Source: an optimization exercise on an open RTL-to-GDS flow (aim: small area, a short achievable clock period and few clock cycles). Production flows keep margins and buffers that such runs may drop.
RTL that was checked went through simulation tests only; none was proved equivalent to the original.
Power figures rest on the tool's default switching activity, not on a simulated workload.

==> inputs of job 4649 <==
==> flow/design.v <==
`timescale 1ns / 1ps
package vrt_pkg;
  localparam logic [31:0] DIST_MAX = 32'hFFFF_FFFF;
  localparam logic [1:0] AXIS_X = 2'd0;
  localparam logic [1:0] AXIS_Y = 2'd1;
  localparam logic [1:0] AXIS_Z = 2'd2;
endpackage
`timescale 1ns / 1ps
module vrt_div (
  input  logic        clk_i,
  input  logic        load_i,
  input  logic        run_i,
  input  logic [15:0] rem_i,
  input  logic [30:0] quo_i,
  input  logic [15:0] den_i,
  output logic [30:0] quo_o
);
  logic [15:0] rem_q, x, nxt;
  logic [16:0] sum;
  logic [30:0] quo_q;
  always_comb begin
    x   = {rem_q[14:0], quo_q[30]};
    sum = {x, 1'b1} + {den_i ^ {16{!rem_q[15]}}, !rem_q[15]};
    nxt = sum[16:1];
  end
  always_ff @(posedge clk_i) begin
    rem_q <= load_i ? rem_i : nxt;
    if (load_i) begin
      quo_q <= quo_i;
    end else if (run_i) begin
      quo_q <= {quo_q[29:0], !nxt[15]};
    end
  end
  assign quo_o = quo_q;
endmodule
`timescale 1ns / 1ps
module voxel_ray_traversal_top #(
  parameter int MAX_STEPS        = 64,
  parameter int ORIGIN_FRAC_BITS = 8,
  parameter int DIR_FRAC_BITS    = 14
) (
  input  logic               clk_i,
  input  logic               rst_ni,
  input  logic               in_valid_i,
  output logic               in_ready_o,
  input  logic signed [23:0] origin_x_i,
  input  logic signed [23:0] origin_y_i,
  input  logic signed [23:0] origin_z_i,
  input  logic signed [15:0] dir_x_i,
  input  logic signed [15:0] dir_y_i,
  input  logic signed [15:0] dir_z_i,
  input  logic [6:0]         step_count_i,
  output logic               out_valid_o,
  input  logic               out_ready_i,
  output logic signed [15:0] voxel_x_o,
  output logic signed [15:0] voxel_y_o,
  output logic signed [15:0] voxel_z_o,
  output logic [1:0]         normal_axis_o,
  output logic               normal_negative_o,
  output logic [6:0]         step_index_o,
  output logic               last_o
);
  logic        s_idle_q, s_prep1_q, s_prep2_q, s_run_q, s_done_q, s_wait_q;
  logic [6:0]  d_cnt7_q;          
  logic [15:0] den_q [3];         
  logic [15:0] vo_q [3];          
  logic [7:0]  lo_q [3];          
  logic        neg_q [3];         
  logic        zero_q [3];        
  logic [4:0]  it_q [3];          
  logic [8:0]  face_q [3];        
  logic [30:0] qmax [3];
  logic [30:0] qdel [3];
  logic [6:0]  d_n;
  logic        take, first_step, accept, run_end;
  assign in_ready_o = s_idle_q;
  assign accept     = s_idle_q && in_valid_i;
  assign d_n        = (d_cnt7_q > 7'(MAX_STEPS)) ? 7'(MAX_STEPS) : d_cnt7_q;
  logic [8:0]  face [3];
  logic [15:0] vinit [3];
  logic [15:0] dmag [3];
  logic [4:0]  skip [3];
  logic [46:0] shm [3];
  logic [46:0] shd [3];
  logic        it_end [3];
  always_comb begin
    run_end = 1'b1;
    for (int a = 0; a < 3; a++) begin
      logic [7:0]  g;
      logic [14:0] dm;
      logic        c, dz, dp, osign;
      osign = vo_q[a][15];
      dz    = (den_q[a] == 16'd0);
      dp    = !den_q[a][15] && !dz;
      dmag[a] = den_q[a][15] ? 16'(-den_q[a]) : den_q[a];
      g = {!lo_q[a][7], lo_q[a][6:0]};
      if (g == 8'd0) begin
        face[a] = (osign != dp) ? 9'd256 : 9'd0;
      end else begin
        face[a] = dp ? 9'd256 - {1'b0, g} : {1'b0, g};
      end
      c = osign ? (lo_q[a][7] && (lo_q[a][6:0] != 7'd0)) : lo_q[a][7];
      vinit[a] = vo_q[a] + 16'(c);
      dm = den_q[a][14:0] ^ {15{den_q[a][15]}};
      skip[a] = 5'd0;
      for (int b = 1; b < 15; b++) begin
        if (dm[b]) skip[a] = 5'(b);
      end
      shm[a] = {16'd0, face_q[a], 22'd0} << it_q[a][3:0];
      shd[a] = {16'd0, 1'b1, 30'd0} << it_q[a][3:0];
      it_end[a] = (it_q[a] <= 5'd1);
      run_end = run_end && it_end[a];
    end
  end
  logic [23:0] org_in [3];
  logic [15:0] dir_in [3];
  assign org_in[0] = origin_x_i;
  assign org_in[1] = origin_y_i;
  assign org_in[2] = origin_z_i;
  assign dir_in[0] = dir_x_i;
  assign dir_in[1] = dir_y_i;
  assign dir_in[2] = dir_z_i;
  always_ff @(posedge clk_i) begin
    if (s_idle_q) begin
      d_cnt7_q <= step_count_i;
      for (int a = 0; a < 3; a++) begin
        den_q[a] <= dir_in[a];
        vo_q[a]  <= org_in[a][23:8];
      end
    end else if (s_prep1_q) begin
      for (int a = 0; a < 3; a++) begin
        den_q[a]  <= dmag[a];
        vo_q[a]   <= vinit[a];
        zero_q[a] <= (den_q[a] == 16'd0);
        neg_q[a]  <= den_q[a][15] || (den_q[a] == 16'd0);
      end
    end
    for (int a = 0; a < 3; a++) begin
      lo_q[a]   <= org_in[a][7:0];
      face_q[a] <= face[a];
    end
    for (int a = 0; a < 3; a++) begin
      if (s_prep1_q) begin
        it_q[a] <= skip[a];
      end else if (s_prep2_q) begin
        it_q[a] <= zero_q[a] ? 5'd0 : 5'd31 - it_q[a];
      end else if (it_q[a] != 5'd0) begin
        it_q[a] <= it_q[a] - 5'd1;
      end
    end
  end
  for (genvar a = 0; a < 3; a++) begin : g_div
    logic run_a;
    assign run_a = s_run_q && (it_q[a] != 5'd0);
    vrt_div u_max (
      .clk_i (clk_i),
      .load_i(s_prep2_q),
      .run_i (run_a),
      .rem_i (shm[a][46:31]),
      .quo_i (shm[a][30:0]),
      .den_i (den_q[a]),
      .quo_o (qmax[a])
    );
    vrt_div u_del (
      .clk_i (clk_i),
      .load_i(s_prep2_q),
      .run_i (run_a),
      .rem_i (shd[a][46:31]),
      .quo_i (shd[a][30:0]),
      .den_i (den_q[a]),
      .quo_o (qdel[a])
    );
  end
  logic        w_act_q, w_first_q;
  logic [6:0]  w_cnt_q;
  logic        w_neg_q [3];
  logic [31:0] tmax_q [3];
  logic [30:0] tdel_q [3];
  logic        out_valid_q;
  logic        step, w_end, last_now;
  logic [6:0]  k_now;
  logic        lt_xy, lt_xz, lt_yz;
  logic        sel [3];
  logic [32:0] tsum [3];
  logic [31:0] tnext [3];
  logic [15:0] vbase [3];
  logic [15:0] vstay [3];
  logic [15:0] vmove [3];
  logic [15:0] vnew [3];
  logic [1:0]  ax;
  always_comb begin
    step       = w_act_q && (!out_valid_q || out_ready_i);
    first_step = step && w_first_q;
    k_now      = w_first_q ? 7'd1 : step_index_o + 7'd1;
    last_now   = (k_now == w_cnt_q);
    w_end      = step && last_now;
    take       = s_done_q && (!w_act_q || w_end);
    lt_xy  = tmax_q[0] < tmax_q[1];
    lt_xz  = tmax_q[0] < tmax_q[2];
    lt_yz  = tmax_q[1] < tmax_q[2];
    sel[0] = lt_xy && lt_xz;
    sel[1] = !lt_xy && lt_yz;
    sel[2] = !sel[0] && !sel[1];
    ax     = sel[0] ? vrt_pkg::AXIS_X : sel[1] ? vrt_pkg::AXIS_Y : vrt_pkg::AXIS_Z;
    vbase[0] = voxel_x_o;
    vbase[1] = voxel_y_o;
    vbase[2] = voxel_z_o;
    for (int a = 0; a < 3; a++) begin
      tsum[a]  = {1'b0, tmax_q[a]} + {2'b00, tdel_q[a]};
      tnext[a] = tsum[a][31:0] | {32{tsum[a][32]}};
      vstay[a] = w_first_q ? vo_q[a] : vbase[a];
      vmove[a] = w_neg_q[a] ? vstay[a] - 16'd1 : vstay[a] + 16'd1;
      vnew[a]  = sel[a] ? vmove[a] : vstay[a];
    end
  end
  always_ff @(posedge clk_i) begin
    if (take) begin
      w_cnt_q <= d_n;
      for (int a = 0; a < 3; a++) begin
        w_neg_q[a] <= neg_q[a];
        tmax_q[a]  <= {1'b0, qmax[a]} | {32{zero_q[a]}};
        tdel_q[a]  <= qdel[a];
      end
    end else if (step) begin
      for (int a = 0; a < 3; a++) begin
        if (sel[a]) tmax_q[a] <= tnext[a];
      end
    end
    if (take) begin
      w_first_q <= 1'b1;
    end else if (step) begin
      w_first_q <= 1'b0;
    end
    if (step) begin
      voxel_x_o         <= vnew[0];
      voxel_y_o         <= vnew[1];
      voxel_z_o         <= vnew[2];
      normal_axis_o     <= ax;
      normal_negative_o <= !(sel[0] ? w_neg_q[0] : sel[1] ? w_neg_q[1] : w_neg_q[2]);
      step_index_o      <= k_now;
      last_o            <= last_now;
    end
  end
  always_ff @(posedge clk_i or negedge rst_ni) begin
    if (!rst_ni) begin
      s_idle_q    <= 1'b1;
      s_prep1_q   <= 1'b0;
      s_prep2_q   <= 1'b0;
      s_run_q     <= 1'b0;
      s_done_q    <= 1'b0;
      s_wait_q    <= 1'b0;
      w_act_q     <= 1'b0;
      out_valid_q <= 1'b0;
    end else begin
      if (accept) begin
        s_idle_q  <= 1'b0;
        s_prep1_q <= 1'b1;
      end
      if (s_prep1_q) begin
        s_prep1_q <= 1'b0;
        if (d_n == 7'd0) begin
          s_idle_q <= 1'b1;
        end else begin
          s_prep2_q <= 1'b1;
        end
      end
      if (s_prep2_q) begin
        s_prep2_q <= 1'b0;
        s_run_q   <= 1'b1;
      end
      if (s_run_q && run_end) begin
        s_run_q  <= 1'b0;
        s_done_q <= 1'b1;
      end
      if (take) begin
        s_done_q <= 1'b0;
        s_wait_q <= 1'b1;
      end
      if (first_step) begin
        s_wait_q <= 1'b0;
        s_idle_q <= 1'b1;
      end
      if (take) begin
        w_act_q <= 1'b1;
      end else if (w_end) begin
        w_act_q <= 1'b0;
      end
      if (step) begin
        out_valid_q <= 1'b1;
      end else if (out_ready_i) begin
        out_valid_q <= 1'b0;
      end
    end
  end
  assign out_valid_o = out_valid_q;
endmodule
==> flow/run.sh <==
#!/bin/bash
# synth_recipe.tcl (not shown) runs the flow's synth.tcl, then flattens the netlist and writes it again
# the make line also repeats each setting of config.mk as NAME=value (left out here)
make -C /OpenROAD-flow-scripts/flow DESIGN_CONFIG=/design/flow/config.mk WORK_HOME=/design/flow/orfs CLKGATE_MAP_FILE= SYNTH_SCRIPT=/design/flow/synth_recipe.tcl finish
==> flow/config.mk <==
export PLATFORM = sky130hd
export DESIGN_NAME = voxel_ray_traversal_top
export DESIGN_NICKNAME = voxel_ray_traversal_top
export VERILOG_FILES = /design/flow/design.v
export SDC_FILE = /design/flow/constraint.sdc
export NUM_CORES = 4
export LEC_CHECK = 0
export CAP_MARGIN = 20
export CORE_MARGIN = 2
export CORE_UTILIZATION = 40
export SETUP_SLACK_MARGIN = 4.3
export SLEW_MARGIN = 20
==> flow/constraint.sdc <==
create_clock -name core_clock -period 8.0 [get_ports {clk_i}]
set_input_delay 1.6000 -clock core_clock [delete_from_list [all_inputs] [get_ports {clk_i}]]
set_output_delay 1.6000 -clock core_clock [all_outputs]
set_load 0.01 [all_outputs]
==> inputs of job 9262, as changes to job 4649 <==
--- a/flow/design.v
+++ b/flow/design.v
@@ -12,15 +12,17 @@
   input  logic        run_i,
   input  logic [15:0] rem_i,
   input  logic [30:0] quo_i,
-  input  logic [15:0] den_i,
+  input  logic [15:0] den_i,      
   output logic [30:0] quo_o
 );
   logic [15:0] rem_q, x, nxt;
   logic [16:0] sum;
   logic [30:0] quo_q;
+  logic add;
   always_comb begin
     x   = {rem_q[14:0], quo_q[30]};
-    sum = {x, 1'b1} + {den_i ^ {16{!rem_q[15]}}, !rem_q[15]};
+    add = rem_q[15] ^ den_i[15];
+    sum = {x, 1'b1} + {den_i ^ {16{!add}}, !add};
     nxt = sum[16:1];
   end
   always_ff @(posedge clk_i) begin
@@ -60,7 +62,7 @@
   output logic [6:0]         step_index_o,
   output logic               last_o
 );
-  logic        s_idle_q, s_prep1_q, s_prep2_q, s_run_q, s_done_q, s_wait_q;
+  logic        s_idle_q, s_prep_q, s_run_q, s_done_q, s_wait_q;
   logic [6:0]  d_cnt7_q;          
   logic [15:0] den_q [3];         
   logic [15:0] vo_q [3];          
@@ -68,7 +70,6 @@
   logic        neg_q [3];         
   logic        zero_q [3];        
   logic [4:0]  it_q [3];          
-  logic [8:0]  face_q [3];        
   logic [30:0] qmax [3];
   logic [30:0] qdel [3];
   logic [6:0]  d_n;
@@ -78,7 +79,6 @@
   assign d_n        = (d_cnt7_q > 7'(MAX_STEPS)) ? 7'(MAX_STEPS) : d_cnt7_q;
   logic [8:0]  face [3];
   logic [15:0] vinit [3];
-  logic [15:0] dmag [3];
   logic [4:0]  skip [3];
   logic [46:0] shm [3];
   logic [46:0] shd [3];
@@ -92,7 +92,6 @@
       osign = vo_q[a][15];
       dz    = (den_q[a] == 16'd0);
       dp    = !den_q[a][15] && !dz;
-      dmag[a] = den_q[a][15] ? 16'(-den_q[a]) : den_q[a];
       g = {!lo_q[a][7], lo_q[a][6:0]};
       if (g == 8'd0) begin
         face[a] = (osign != dp) ? 9'd256 : 9'd0;
@@ -106,8 +105,8 @@
       for (int b = 1; b < 15; b++) begin
         if (dm[b]) skip[a] = 5'(b);
       end
-      shm[a] = {16'd0, face_q[a], 22'd0} << it_q[a][3:0];
-      shd[a] = {16'd0, 1'b1, 30'd0} << it_q[a][3:0];
+      shm[a] = {16'd0, face[a], 22'd0} << skip[a][3:0];
+      shd[a] = {16'd0, 1'b1, 30'd0} << skip[a][3:0];
       it_end[a] = (it_q[a] <= 5'd1);
       run_end = run_end && it_end[a];
     end
@@ -127,23 +126,19 @@
         den_q[a] <= dir_in[a];
         vo_q[a]  <= org_in[a][23:8];
       end
-    end else if (s_prep1_q) begin
-      for (int a = 0; a < 3; a++) begin
-        den_q[a]  <= dmag[a];
+    end else if (s_prep_q) begin
+      for (int a = 0; a < 3; a++) begin
         vo_q[a]   <= vinit[a];
         zero_q[a] <= (den_q[a] == 16'd0);
         neg_q[a]  <= den_q[a][15] || (den_q[a] == 16'd0);
       end
     end
     for (int a = 0; a < 3; a++) begin
-      lo_q[a]   <= org_in[a][7:0];
-      face_q[a] <= face[a];
-    end
-    for (int a = 0; a < 3; a++) begin
-      if (s_prep1_q) begin
-        it_q[a] <= skip[a];
-      end else if (s_prep2_q) begin
-        it_q[a] <= zero_q[a] ? 5'd0 : 5'd31 - it_q[a];
+      lo_q[a] <= org_in[a][7:0];
+    end
+    for (int a = 0; a < 3; a++) begin
+      if (s_prep_q) begin
+        it_q[a] <= (den_q[a] == 16'd0) ? 5'd0 : 5'd31 - skip[a];
       end else if (it_q[a] != 5'd0) begin
         it_q[a] <= it_q[a] - 5'd1;
       end
@@ -154,7 +149,7 @@
     assign run_a = s_run_q && (it_q[a] != 5'd0);
     vrt_div u_max (
       .clk_i (clk_i),
-      .load_i(s_prep2_q),
+      .load_i(s_prep_q),
       .run_i (run_a),
       .rem_i (shm[a][46:31]),
       .quo_i (shm[a][30:0]),
@@ -163,7 +158,7 @@
     );
     vrt_div u_del (
       .clk_i (clk_i),
-      .load_i(s_prep2_q),
+      .load_i(s_prep_q),
       .run_i (run_a),
       .rem_i (shd[a][46:31]),
       .quo_i (shd[a][30:0]),
@@ -174,7 +169,7 @@
   logic        w_act_q, w_first_q;
   logic [6:0]  w_cnt_q;
   logic        w_neg_q [3];
-  logic [31:0] tmax_q [3];
+  logic [32:0] tmax_q [3];
   logic [30:0] tdel_q [3];
   logic        out_valid_q;
   logic        step, w_end, last_now;
@@ -182,12 +177,21 @@
   logic        lt_xy, lt_xz, lt_yz;
   logic        sel [3];
   logic [32:0] tsum [3];
-  logic [31:0] tnext [3];
+  logic [32:0] tnext [3];
   logic [15:0] vbase [3];
   logic [15:0] vstay [3];
   logic [15:0] vmove [3];
   logic [15:0] vnew [3];
   logic [1:0]  ax;
+  function automatic logic sat_lt(input logic [32:0] a, input logic [32:0] b);
+    if (a[32]) begin
+      sat_lt = 1'b0;
+    end else if (b[32]) begin
+      sat_lt = (a[31:0] != 32'hFFFF_FFFF);
+    end else begin
+      sat_lt = (a[31:0] < b[31:0]);
+    end
+  endfunction
   always_comb begin
     step       = w_act_q && (!out_valid_q || out_ready_i);
     first_step = step && w_first_q;
@@ -195,9 +199,9 @@
     last_now   = (k_now == w_cnt_q);
     w_end      = step && last_now;
     take       = s_done_q && (!w_act_q || w_end);
-    lt_xy  = tmax_q[0] < tmax_q[1];
-    lt_xz  = tmax_q[0] < tmax_q[2];
-    lt_yz  = tmax_q[1] < tmax_q[2];
+    lt_xy  = sat_lt(tmax_q[0], tmax_q[1]);
+    lt_xz  = sat_lt(tmax_q[0], tmax_q[2]);
+    lt_yz  = sat_lt(tmax_q[1], tmax_q[2]);
     sel[0] = lt_xy && lt_xz;
     sel[1] = !lt_xy && lt_yz;
     sel[2] = !sel[0] && !sel[1];
@@ -206,8 +210,8 @@
     vbase[1] = voxel_y_o;
     vbase[2] = voxel_z_o;
     for (int a = 0; a < 3; a++) begin
-      tsum[a]  = {1'b0, tmax_q[a]} + {2'b00, tdel_q[a]};
-      tnext[a] = tsum[a][31:0] | {32{tsum[a][32]}};
+      tsum[a]  = {1'b0, tmax_q[a][31:0]} + {2'b00, tdel_q[a]};
+      tnext[a] = {tmax_q[a][32] || tsum[a][32], tsum[a][31:0]};
       vstay[a] = w_first_q ? vo_q[a] : vbase[a];
       vmove[a] = w_neg_q[a] ? vstay[a] - 16'd1 : vstay[a] + 16'd1;
       vnew[a]  = sel[a] ? vmove[a] : vstay[a];
@@ -218,7 +222,7 @@
       w_cnt_q <= d_n;
       for (int a = 0; a < 3; a++) begin
         w_neg_q[a] <= neg_q[a];
-        tmax_q[a]  <= {1'b0, qmax[a]} | {32{zero_q[a]}};
+        tmax_q[a]  <= {zero_q[a], 1'b0, qmax[a]};
         tdel_q[a]  <= qdel[a];
       end
     end else if (step) begin
@@ -244,8 +248,7 @@
   always_ff @(posedge clk_i or negedge rst_ni) begin
     if (!rst_ni) begin
       s_idle_q    <= 1'b1;
-      s_prep1_q   <= 1'b0;
-      s_prep2_q   <= 1'b0;
+      s_prep_q    <= 1'b0;
       s_run_q     <= 1'b0;
       s_done_q    <= 1'b0;
       s_wait_q    <= 1'b0;
@@ -253,20 +256,16 @@
       out_valid_q <= 1'b0;
     end else begin
       if (accept) begin
-        s_idle_q  <= 1'b0;
-        s_prep1_q <= 1'b1;
-      end
-      if (s_prep1_q) begin
-        s_prep1_q <= 1'b0;
+        s_idle_q <= 1'b0;
+        s_prep_q <= 1'b1;
+      end
+      if (s_prep_q) begin
+        s_prep_q <= 1'b0;
         if (d_n == 7'd0) begin
           s_idle_q <= 1'b1;
         end else begin
-          s_prep2_q <= 1'b1;
+          s_run_q <= 1'b1;
         end
-      end
-      if (s_prep2_q) begin
-        s_prep2_q <= 1'b0;
-        s_run_q   <= 1'b1;
       end
       if (s_run_q && run_end) begin
         s_run_q  <= 1'b0;
- SETUP_SLACK_MARGIN: 4.3 -> 4.5
==> qor summary <==
Result of the run: job 9262 timing/DRC/antenna clean; job 4649 timing/DRC/antenna clean
Antenna violations before repair: job 9262 4; job 4649 12
Post-synthesis instance total: job 9262 4081; job 4649 4441
Multiplexer area fraction after synthesis: job 9262 0.0236; job 4649 0.0301
TritonCTS Buffers: job 9262 81; job 4649 84
Instance area at placement: job 9262 46100 um2; job 4649 48200 um2
Worst Path Required: job 9262 8.40 ns; job 4649 6.40 ns
Power in sequential cells: job 9262 3.89 mW; job 4649 6.67 mW
N_diodes: job 9262 1; job 4649 4
Register-to-register path setup slack: job 9262 4.43 ns; job 4649 4.40 ns
DIE WIDTH: job 9262 331 um; job 4649 339 um
Switching component of the power: job 9262 1.62 mW; job 4649 8.65 mW
Total met2 wirelength after detailed routing: job 9262 53300 um; job 4649 54000 um
Cell type of the slowest stage on the worst timing path: job 9262 sky130_fd_sc_hd__edfxtp_1; job 4649 sky130_fd_sc_hd__dfstp_4
Testbench counts of job 9262, summed over its fixed seeds: cycles 44,253.
The RTL of job 4649 was laid out without a check of its function.

port drivers added, routing unchanged:
The results above use ideal ports. As a check the final layouts listed here were re-extracted and re-timed, cells and wires unchanged.
Step 1 sets driving cells, clkbuf_16 on the clock port and buf_2 on the other inputs (assumed; they add their load-dependent delay and slew).
Step 2, shift: input delay + t, output delay - t, t = (earliest + latest rising clock arrival at the registers) / 2. This alone moves slack from input paths to output paths.
Three values: ideal ports, drivers, drivers and shift; two values: the first two.
run | t, ns | setup slack, ns | worst hold slack (ns) | worst data-port slew with drivers (ns) | cell pins on the clock port's net
job 4649 | 0.721 | 4.378 / 4.306 / 3.758 | 0.424 / 0.424 / 0.424 | 0.12 | 1
job 9262 | 0.717 | 4.426 / 4.426 / 4.155 | 0.436 / 0.436 / 0.436 | 0.10 | 1
After both steps setup and hold are still met in every run listed. For job 4649, which loses most, drivers alone change the setup slack by -0.072 ns; drivers and shift together by -0.620 ns.
